From an optimization exercise on the open Yosys and OpenROAD flow, aimed at small area; shortcuts taken in it are not production practice. At most, simulation tests tie the RTL to the original design; equivalence was not proved. Power and IR drop assume default switching activity.

==> module setup_param, before the edit <==
module setup_param #(
    parameter int NUM_USERS      = 4,
    parameter int PASS_MAX       = 12,
    parameter int BIP_MIN        = 5,
    parameter int BIP_MAX        = 60,
    parameter int TRANCA_MIN     = 5,
    parameter int TRANCA_MAX     = 60,
    parameter int TIMEOUT_CYCLES = 500
) (
    input  logic       clk,
    input  logic       rst_n,
    input  logic       setup_on,
    input  logic [3:0] digitos_value,
    input  logic       digitos_valid,
    output logic       display_en,
    output setup_pkg::bcdPac_t    bcd_pac,
    output setup_pkg::setupPac_t  data_setup_new,
    output logic       data_setup_ok
);
    localparam logic [3:0] LAST_OPT = 4'(4 + NUM_USERS);
    localparam int NF = 4 + NUM_USERS;    
    if (NUM_USERS < 1 || NUM_USERS > setup_pkg::MAX_USERS || PASS_MAX < 4 || PASS_MAX > setup_pkg::MAX_PASS ||
        TIMEOUT_CYCLES < 1 || BIP_MAX > 63 || TRANCA_MAX > 63) begin : g_param_check
        $error("setup_param: parameter out of range");
    end
    localparam logic [1:0] S_IDLE   = 2'd0;
    localparam logic [1:0] S_EDIT   = 2'd1;
    localparam logic [1:0] S_COMMIT = 2'd3;
    localparam logic [1:0] S_DONE   = 2'd2;
    logic [1:0]  state_r;
    logic [3:0]  opt_r;
    logic        ok_r;
    logic        pub_bip_r;
    logic [5:0]  pub_btime_r;
    logic [5:0]  pub_ttime_r;
    logic [48*(NUM_USERS+1)-1:0] pub_pass_r;    
    logic [NF:1] mod_r;
    logic        wrk_bip_r;
    logic [5:0]  wrk_btime_r;
    logic [5:0]  wrk_ttime_r;
    logic [48*(NUM_USERS+1)-1:0] wrk_pass_r;
    logic        s_idle, s_edit, s_commit, s_done;
    logic        armed_s;
    logic        key_digit_s, key_a_s, key_b_s;
    logic        timeout_s;
    logic        buf_clr_s, buf_push_s;
    logic [47:0] ent_s;
    logic        ent_any_s, ent_two_s, pass_ok_s;
    logic [6:0]  num_s;
    logic [5:0]  btime_s, ttime_s;
    logic        apply_s;
    logic [NF:1] we_s;
    assign s_idle   = (state_r == S_IDLE);
    assign s_edit   = (state_r == S_EDIT);
    assign s_commit = (state_r == S_COMMIT);
    assign s_done   = (state_r == S_DONE);
    assign armed_s  = opt_r[3] && opt_r[2];
    assign key_digit_s = digitos_valid && (digitos_value <= 4'd9);
    assign key_a_s     = digitos_valid && (digitos_value == setup_pkg::KEY_A);
    assign key_b_s     = digitos_valid && (digitos_value == setup_pkg::KEY_B);
    assign buf_push_s  = s_edit && !armed_s && key_digit_s;
    assign buf_clr_s   = s_idle || s_done || (s_edit && key_a_s) || timeout_s;
    setup_entry_buf #(.PASS_MAX(PASS_MAX)) u_entry_buf (
        .clk    (clk),
        .rst_n  (rst_n),
        .clr    (buf_clr_s),
        .push   (buf_push_s),
        .digit  (digitos_value),
        .digits (ent_s)
    );
    localparam int TW = $clog2(TIMEOUT_CYCLES + 1);
    logic [TW-1:0] idle_cnt_r;
    always_ff @(posedge clk) begin
        if (s_edit && !digitos_valid) begin
            idle_cnt_r <= idle_cnt_r + TW'(1);
        end else begin
            idle_cnt_r <= '0;
        end
    end
    assign timeout_s = s_edit && !digitos_valid && (idle_cnt_r == TW'(TIMEOUT_CYCLES - 1));
    assign ent_any_s = !(ent_s[3] && ent_s[2]);
    assign ent_two_s = !(ent_s[7] && ent_s[6]);
    assign pass_ok_s = !(ent_s[15] && ent_s[14]);
    assign num_s   = ent_two_s ? (7'(ent_s[7:4]) * 7'd10 + 7'(ent_s[3:0])) : 7'(ent_s[3:0]);
    assign btime_s = 6'(setup_pkg::clamp7(num_s, 7'(BIP_MIN), 7'(BIP_MAX)));
    assign ttime_s = 6'(setup_pkg::clamp7(num_s, 7'(TRANCA_MIN), 7'(TRANCA_MAX)));
    assign apply_s = ((s_edit && key_a_s) || s_commit) && ent_any_s;
    always_comb begin
        for (int f = 1; f <= NF; f++) begin
            we_s[f] = apply_s && (opt_r == 4'(f)) && ((f < 4) || pass_ok_s);
        end
    end
    always_ff @(posedge clk) begin
        if (s_idle) begin
            mod_r <= '0;
        end else begin
            mod_r <= mod_r | we_s;
        end
        if (we_s[1]) wrk_bip_r   <= (ent_s[3:0] != 4'd0);
        if (we_s[2]) wrk_btime_r <= btime_s;
        if (we_s[3]) wrk_ttime_r <= ttime_s;
        for (int p = 0; p <= NUM_USERS; p++) begin
            if (we_s[4+p]) wrk_pass_r[48*p +: 48] <= ent_s;
        end
    end
    logic          pub_go_r;
    logic [NF:1]   pub_ld_s, pub_keep_s;
    always_comb begin
        for (int f = 1; f <= NF; f++) begin
            pub_ld_s[f]   = pub_go_r && mod_r[f];
            pub_keep_s[f] = !(s_done && mod_r[f]);
        end
    end
    always_ff @(posedge clk or negedge rst_n) begin
        if (!rst_n) begin
            pub_go_r    <= 1'b0;
            pub_bip_r   <= 1'b1;
            pub_btime_r <= 6'd5;
            pub_ttime_r <= 6'd5;
            pub_pass_r  <= {{NUM_USERS{setup_pkg::SENHA_OFF}}, setup_pkg::SENHA_DEFAULT};
        end else begin
            pub_go_r    <= s_commit;
            pub_bip_r   <= (wrk_bip_r & pub_ld_s[1]) | (pub_bip_r & pub_keep_s[1]);
            pub_btime_r <= (wrk_btime_r & {6{pub_ld_s[2]}}) | (pub_btime_r & {6{pub_keep_s[2]}});
            pub_ttime_r <= (wrk_ttime_r & {6{pub_ld_s[3]}}) | (pub_ttime_r & {6{pub_keep_s[3]}});
            for (int p = 0; p <= NUM_USERS; p++) begin
                pub_pass_r[48*p +: 48] <= (wrk_pass_r[48*p +: 48] & {48{pub_ld_s[4+p]}}) |
                                          (pub_pass_r[48*p +: 48] & {48{pub_keep_s[4+p]}});
            end
        end
    end
    always_ff @(posedge clk or negedge rst_n) begin
        if (!rst_n) begin
            state_r <= S_IDLE;
            opt_r   <= 4'hF;
            ok_r    <= 1'b0;
        end else begin
            ok_r <= s_done;
            case (state_r)
                S_IDLE: begin
                    if (setup_on) state_r <= S_EDIT;
                end
                S_EDIT: begin
                    if (timeout_s) begin
                        state_r <= S_IDLE;
                        opt_r   <= 4'hF;
                    end else if (key_a_s) begin
                        opt_r <= (opt_r[3] || opt_r == LAST_OPT) ? 4'd1 : (opt_r + 4'd1);
                    end else if (key_b_s) begin
                        state_r <= S_COMMIT;
                    end
                end
                S_COMMIT: begin
                    state_r <= S_DONE;
                end
                default: begin
                    state_r <= S_IDLE;
                    opt_r   <= 4'hF;
                end
            endcase
        end
    end
    assign display_en    = !s_idle;
    assign bcd_pac       = {opt_r, ent_s[19:0]};
    assign data_setup_ok = ok_r;
    assign data_setup_new = {pub_bip_r, 1'b0, pub_btime_r, 1'b0, pub_ttime_r, pub_pass_r[47:0],
                             {(setup_pkg::MAX_USERS - NUM_USERS){setup_pkg::SENHA_OFF}},
                             pub_pass_r[48*(NUM_USERS+1)-1:48]};
endmodule
clock: 10.0 ns
lec_check: 0
cap_margin: 20
core_margin: 2
core_utilization: 70
slew_margin: 20
standard.sh (not shown) runs the stock make flow with config.mk's settings and CLKGATE_MAP_FILE= SYNTH_SCRIPT=/design/flow/synth_recipe.tcl, a recipe that flattens the netlist after the stock synthesis.
==> flow/flow/run.sh <==
#!/bin/bash
# Standard ORFS layout with three changes to how it is made:
#  - constant outputs: tie cells are shared (at most TIE_FANOUT ports each) instead of one per port
#  - port buffers use the smallest buffer (buf_1) instead of the resizer's default pick
#  - CTS without dummy loads
set -uo pipefail
HERE=$(cd "$(dirname "$0")" && pwd)

export POST_FLOORPLAN_TCL=$HERE/tie.tcl
export BUFFER_PORTS_ARGS="-buffer_cell sky130_fd_sc_hd__buf_1"
[ -f "$HERE/cts_args" ] && export CTS_ARGS="$(cat "$HERE/cts_args")"
bash standard.sh > standard.log 2>&1
rc=$?
cp -r orfs/logs . 2>/dev/null || true
exit $rc
==> flow/flow/cts_args <==
-sink_clustering_enable -repair_clock_nets -dont_use_dummy_load -sink_clustering_size 18 -sink_clustering_max_diameter 50 -buf_list {sky130_fd_sc_hd__clkbuf_8}
==> flow/flow/tie.tcl <==
# Constant outputs: after the standard per-load tie repair, let one tie cell drive
# up to TIE_GROUP ports instead of one tie cell per port.
set tie_group 32
set block [ord::get_db_block]
array set ties {}
foreach inst [$block getInsts] {
  if {[[$inst getMaster] getName] ne "sky130_fd_sc_hd__conb_1"} { continue }
  foreach it [$inst getITerms] {
    set pin [[$it getMTerm] getName]
    if {$pin ne "HI" && $pin ne "LO"} { continue }
    set net [$it getNet]
    if {$net eq "NULL" || $net eq ""} { continue }
    lappend ties($pin) [list $inst $net]
  }
}
foreach pin [array names ties] {
  set n 0
  set target ""
  foreach pair $ties($pin) {
    lassign $pair inst net
    if {$n % $tie_group == 0} {
      set target $net
    } else {
      foreach bt [$net getBTerms] { $bt connect $target }
      foreach it [$net getITerms] {
        if {[$it getInst] ne $inst} { $it connect $target }
      }
      odb::dbInst_destroy $inst
      odb::dbNet_destroy $net
    }
    incr n
  }
  puts "tie.tcl: $pin ties merged from $n to [expr {($n + $tie_group - 1) / $tie_group}]"
}
The first run finished with timing, DRC and antenna clean.
==> next run, changes <==
--- a/flow/design.v
+++ b/flow/design.v
@@ -142,22 +142,43 @@
         .push   (buf_push_s),
         .digit  (digitos_value),
         .digits (ent_s)
     );
-    localparam int TW = $clog2(TIMEOUT_CYCLES + 1);
+    localparam int TW = $clog2(TIMEOUT_CYCLES + 2) < 3 ? 3 : $clog2(TIMEOUT_CYCLES + 2);
+    localparam logic [TW-1:0] IDLE_LAST = lfsr_after(TIMEOUT_CYCLES - 1);
     logic [TW-1:0] idle_cnt_r;
+    function automatic logic [TW-1:0] lfsr_next(input logic [TW-1:0] v);
+        lfsr_next = {v[TW-2:0], ~(v[TW-1] ^ v[lfsr_tap() - 1])};
+    endfunction
+    function automatic int lfsr_tap();
+        case (TW)
+            3: lfsr_tap = 2;   4: lfsr_tap = 3;   5: lfsr_tap = 3;   6: lfsr_tap = 5;
+            7: lfsr_tap = 6;   8: lfsr_tap = 6;   9: lfsr_tap = 5;   10: lfsr_tap = 7;
+            11: lfsr_tap = 9;  12: lfsr_tap = 6;  13: lfsr_tap = 4;  14: lfsr_tap = 5;
+            15: lfsr_tap = 14; default: lfsr_tap = 1;
+        endcase
+    endfunction
+    function automatic logic [TW-1:0] lfsr_after(input int n);
+        logic [TW-1:0] v;
+        v = '0;
+        for (int i = 0; i < n; i++) v = lfsr_next(v);
+        lfsr_after = v;
+    endfunction
     always_ff @(posedge clk) begin
         if (s_edit && !digitos_valid) begin
-            idle_cnt_r <= idle_cnt_r + TW'(1);
+            idle_cnt_r <= lfsr_next(idle_cnt_r);
         end else begin
             idle_cnt_r <= '0;
         end
     end
-    assign timeout_s = s_edit && !digitos_valid && (idle_cnt_r == TW'(TIMEOUT_CYCLES - 1));
+    assign timeout_s = s_edit && !digitos_valid && (idle_cnt_r == IDLE_LAST);
     assign ent_any_s = !(ent_s[3] && ent_s[2]);
     assign ent_two_s = !(ent_s[7] && ent_s[6]);
     assign pass_ok_s = !(ent_s[15] && ent_s[14]);
-    assign num_s   = ent_two_s ? (7'(ent_s[7:4]) * 7'd10 + 7'(ent_s[3:0])) : 7'(ent_s[3:0]);
+    logic [3:0] tens_s, ones_s;
+    assign tens_s = ent_two_s ? ent_s[7:4] : 4'd0;
+    assign ones_s = ent_s[3:0];
+    assign num_s   = 7'(tens_s) * 7'd10 + 7'(ones_s);
     assign btime_s = 6'(setup_pkg::clamp7(num_s, 7'(BIP_MIN), 7'(BIP_MAX)));
     assign ttime_s = 6'(setup_pkg::clamp7(num_s, 7'(TRANCA_MIN), 7'(TRANCA_MAX)));
     assign apply_s = ((s_edit && key_a_s) || s_commit) && ent_any_s;
     always_comb begin
Wire length falls by a few percent.
Power climbs slightly.
Flip-flop and latch count does not change.
Critical path depth goes down by 1.
Final cell count drops slightly.
Global-route usage decreases by 0.65 points.
Area after synthesis came out lower slightly.
Via count went down by a few percent.
The RTL of the first run of this note was laid out without a check of its function.

---

== R ==
RTL: one of the versions met above, not the one the previous note started from.
For scale: ~1400 cells after synthesis, about 580 flip-flops.
// setup_param
module setup_param #(
    parameter int NUM_USERS      = 4,
    parameter int PASS_MAX       = 12,
    parameter int BIP_MIN        = 5,
    parameter int BIP_MAX        = 60,
    parameter int TRANCA_MIN     = 5,
    parameter int TRANCA_MAX     = 60,
    parameter int TIMEOUT_CYCLES = 500
) (
    input  logic       clk,
    input  logic       rst_n,
    input  logic       setup_on,
    input  logic [3:0] digitos_value,
    input  logic       digitos_valid,
    output logic       display_en,
    output setup_pkg::bcdPac_t    bcd_pac,
    output setup_pkg::setupPac_t  data_setup_new,
    output logic       data_setup_ok
);
clock: 10.0 ns
lec_check: 0
cap_margin: 0
core_margin: 2
core_utilization: 70
slew_margin: 0
==> flow/flow/cts_args <==
-sink_clustering_enable -repair_clock_nets -dont_use_dummy_load -sink_clustering_size 10 -sink_clustering_max_diameter 40 -buf_list {sky130_fd_sc_hd__clkbuf_4}
Scripts as last shown in full above: flow/flow/run.sh, flow/flow/tie.tcl
Edits applied to the flow inputs when going from R to P:
-- flow/design.v --
<<< R, line 47
    input  logic        clr,
    input  logic        push,
    input  logic [3:0]  digit,
    output logic [47:0] digits
>>> P, line 47
    input  logic        clr,
    input  logic        push,
    input  logic        push_alt,    
    input  logic [3:0]  digit,
    output logic [47:0] digits
<<< R, line 56
    assign cur  = {hi_r, lo_r};
    assign full = !(cur[4*PASS_MAX-1] && cur[4*PASS_MAX-2]);
    always_ff @(posedge clk or negedge rst_n) begin
        if (!rst_n) begin
            lo_r <= 20'hFFFFF;
        end else if (clr) begin
            lo_r <= 20'hFFFFF;
        end else if (push && !full) begin
            lo_r <= {lo_r[15:0], digit};
        end
    end
    always_ff @(posedge clk) begin
        if (clr) begin
            hi_r <= 28'hFFFFFFF;
        end else if (push && !full) begin
            hi_r <= {hi_r[23:0], lo_r[19:16]};
        end
    end
    assign digits = cur;
>>> P, line 57
    assign cur  = {hi_r, lo_r};
    assign full = !(cur[4*PASS_MAX-1] && cur[4*PASS_MAX-2]);
    logic sh, hold;
    assign sh   = push && !full;
    assign hold = !clr && !(push_alt && !full);
    always_ff @(posedge clk or negedge rst_n) begin
        if (!rst_n) begin
            lo_r <= 20'hFFFFF;
        end else begin
            lo_r <= {20{clr}} | ({20{sh}} & {lo_r[15:0], digit}) | ({20{hold}} & lo_r);
        end
    end
    always_ff @(posedge clk) begin
        hi_r <= {28{clr}} | ({28{sh}} & {hi_r[23:0], lo_r[19:16]}) | ({28{hold}} & hi_r);
    end
    assign digits = cur;
<<< R, line 124
    logic [6:0]  num_s;
    logic [5:0]  btime_s, ttime_s;
    logic        apply_s;
    logic [NF:1] we_s;
    assign s_idle   = (state_r == S_IDLE);
>>> P, line 122
    logic [6:0]  num_s;
    logic [5:0]  btime_s, ttime_s;
    logic [NF:1] we_s;
    assign s_idle   = (state_r == S_IDLE);
<<< R, line 135
    assign key_b_s     = digitos_valid && (digitos_value == setup_pkg::KEY_B);
    assign buf_push_s  = s_edit && !armed_s && key_digit_s;
    assign buf_clr_s   = s_idle || s_done || (s_edit && key_a_s) || timeout_s;
    setup_entry_buf #(.PASS_MAX(PASS_MAX)) u_entry_buf (
>>> P, line 132
    assign key_b_s     = digitos_valid && (digitos_value == setup_pkg::KEY_B);
    assign buf_push_s  = s_edit && !armed_s && key_digit_s;
    logic edit_r;
    always_ff @(posedge clk) begin
        edit_r <= s_edit && !timeout_s && (key_a_s || (edit_r && !key_b_s));
    end
    assign buf_clr_s   = s_idle || s_done || (s_edit && key_a_s) || timeout_s;
    setup_entry_buf #(.PASS_MAX(PASS_MAX)) u_entry_buf (
<<< R, line 141
        .clr    (buf_clr_s),
        .push   (buf_push_s),
        .digit  (digitos_value),
        .digits (ent_s)
>>> P, line 142
        .clr    (buf_clr_s),
        .push   (buf_push_s),
        .push_alt (edit_r && key_digit_s),
        .digit  (digitos_value),
        .digits (ent_s)
<<< R, line 178
    assign tens_s = ent_two_s ? ent_s[7:4] : 4'd0;
    assign ones_s = ent_s[3:0];
    assign num_s   = 7'(tens_s) * 7'd10 + 7'(ones_s);
    assign btime_s = 6'(setup_pkg::clamp7(num_s, 7'(BIP_MIN), 7'(BIP_MAX)));
    assign ttime_s = 6'(setup_pkg::clamp7(num_s, 7'(TRANCA_MIN), 7'(TRANCA_MAX)));
    assign apply_s = ((s_edit && key_a_s) || s_commit) && ent_any_s;
    always_comb begin
        for (int f = 1; f <= NF; f++) begin
            we_s[f] = apply_s && (opt_r == 4'(f)) && ((f < 4) || pass_ok_s);
        end
    end
>>> P, line 180
    assign tens_s = ent_two_s ? ent_s[7:4] : 4'd0;
    assign ones_s = ent_s[3:0];
    assign num_s   = {6'({2'b0, tens_s} + {tens_s, 2'b0} + {3'b0, ones_s[3:1]}), ones_s[0]};
    assign btime_s = 6'(setup_pkg::clamp7(num_s, 7'(BIP_MIN), 7'(BIP_MAX)));
    assign ttime_s = 6'(setup_pkg::clamp7(num_s, 7'(TRANCA_MIN), 7'(TRANCA_MAX)));
    logic        trk_r, trk_n_r;
    logic [NF:1] keep_s;
    always_ff @(posedge clk) begin
        trk_r   <= buf_push_s;
        trk_n_r <= !buf_push_s;
    end
    always_comb begin
        for (int f = 1; f <= NF; f++) begin
            we_s[f]   = trk_r && (opt_r == 4'(f)) && ((f < 4) || pass_ok_s);
            keep_s[f] = trk_n_r || (opt_r != 4'(f)) || ((f >= 4) && !pass_ok_s);
        end
    end
<<< R, line 193
            mod_r <= mod_r | we_s;
        end
        if (we_s[1]) wrk_bip_r   <= (ent_s[3:0] != 4'd0);
        if (we_s[2]) wrk_btime_r <= btime_s;
        if (we_s[3]) wrk_ttime_r <= ttime_s;
        for (int p = 0; p <= NUM_USERS; p++) begin
            if (we_s[4+p]) wrk_pass_r[48*p +: 48] <= ent_s;
        end
    end
>>> P, line 201
            mod_r <= mod_r | we_s;
        end
        wrk_bip_r   <= ((ent_s[3:0] != 4'd0) & we_s[1]) | (wrk_bip_r & keep_s[1]);
        wrk_btime_r <= (btime_s & {6{we_s[2]}}) | (wrk_btime_r & {6{keep_s[2]}});
        wrk_ttime_r <= (ttime_s & {6{we_s[3]}}) | (wrk_ttime_r & {6{keep_s[3]}});
        for (int p = 0; p <= NUM_USERS; p++) begin
            wrk_pass_r[48*p +: 48] <= (ent_s & {48{we_s[4+p]}}) |
                                      (wrk_pass_r[48*p +: 48] & {48{keep_s[4+p]}});
        end
    end
==> notes.md <==
- P and R all finish clean.
- Setup slack: P less than R
- Reported for P and R, final-layout clock buffer total turned out identical to the last digit.
- In P the leakage power total turned out 0.00018 µW higher than in R.
- First-pass GRT wire length: P > R
- Relative to R, the maximum resistive drop on vdd measured on P has decreased by a few percent.
- The run showing the greater signed area change from the synthesized netlist to the final layout is R.
- Combined global-route utilization of all metal layers, P and R, higher one = P.

[re-timing with driven ports]
Ports are ideal in the flow. The routed layouts listed here were re-timed in OpenROAD.
Step 1 assumes that a clkbuf_16 drives the clock port and a buf_2 every other input.
Step 2 moves the port delays by t, midway between the first and last clock arrival at a register: inputs arrive t later, outputs are due t later. That takes back most of the time a late clock gives input paths.
Slacks: ideal ports / drivers / drivers and shift; pairs: ideal ports / drivers.
run	t, ns	setup WS [ns]	worst setup path after step 2	slew at the worst register clock pin (ns)	worst data-port slew with drivers (ns)
the first run of note 1	0.597	5.839 / 5.861 / 5.264	input to register	0.11 / 0.11	0.09
the second run of note 1	0.611	6.070 / 6.086 / 5.475	input to register	0.11 / 0.11	0.06
R	0.709	6.149 / 6.109 / 5.478	input to register	0.11 / 0.11	0.06
P	0.720	5.999 / 5.951 / 5.964	input to register	0.11 / 0.11	0.14
After both steps setup and hold are still met in every run listed. For R, which loses most, drivers alone change the setup slack by -0.040 ns; drivers and shift together by -0.671 ns.
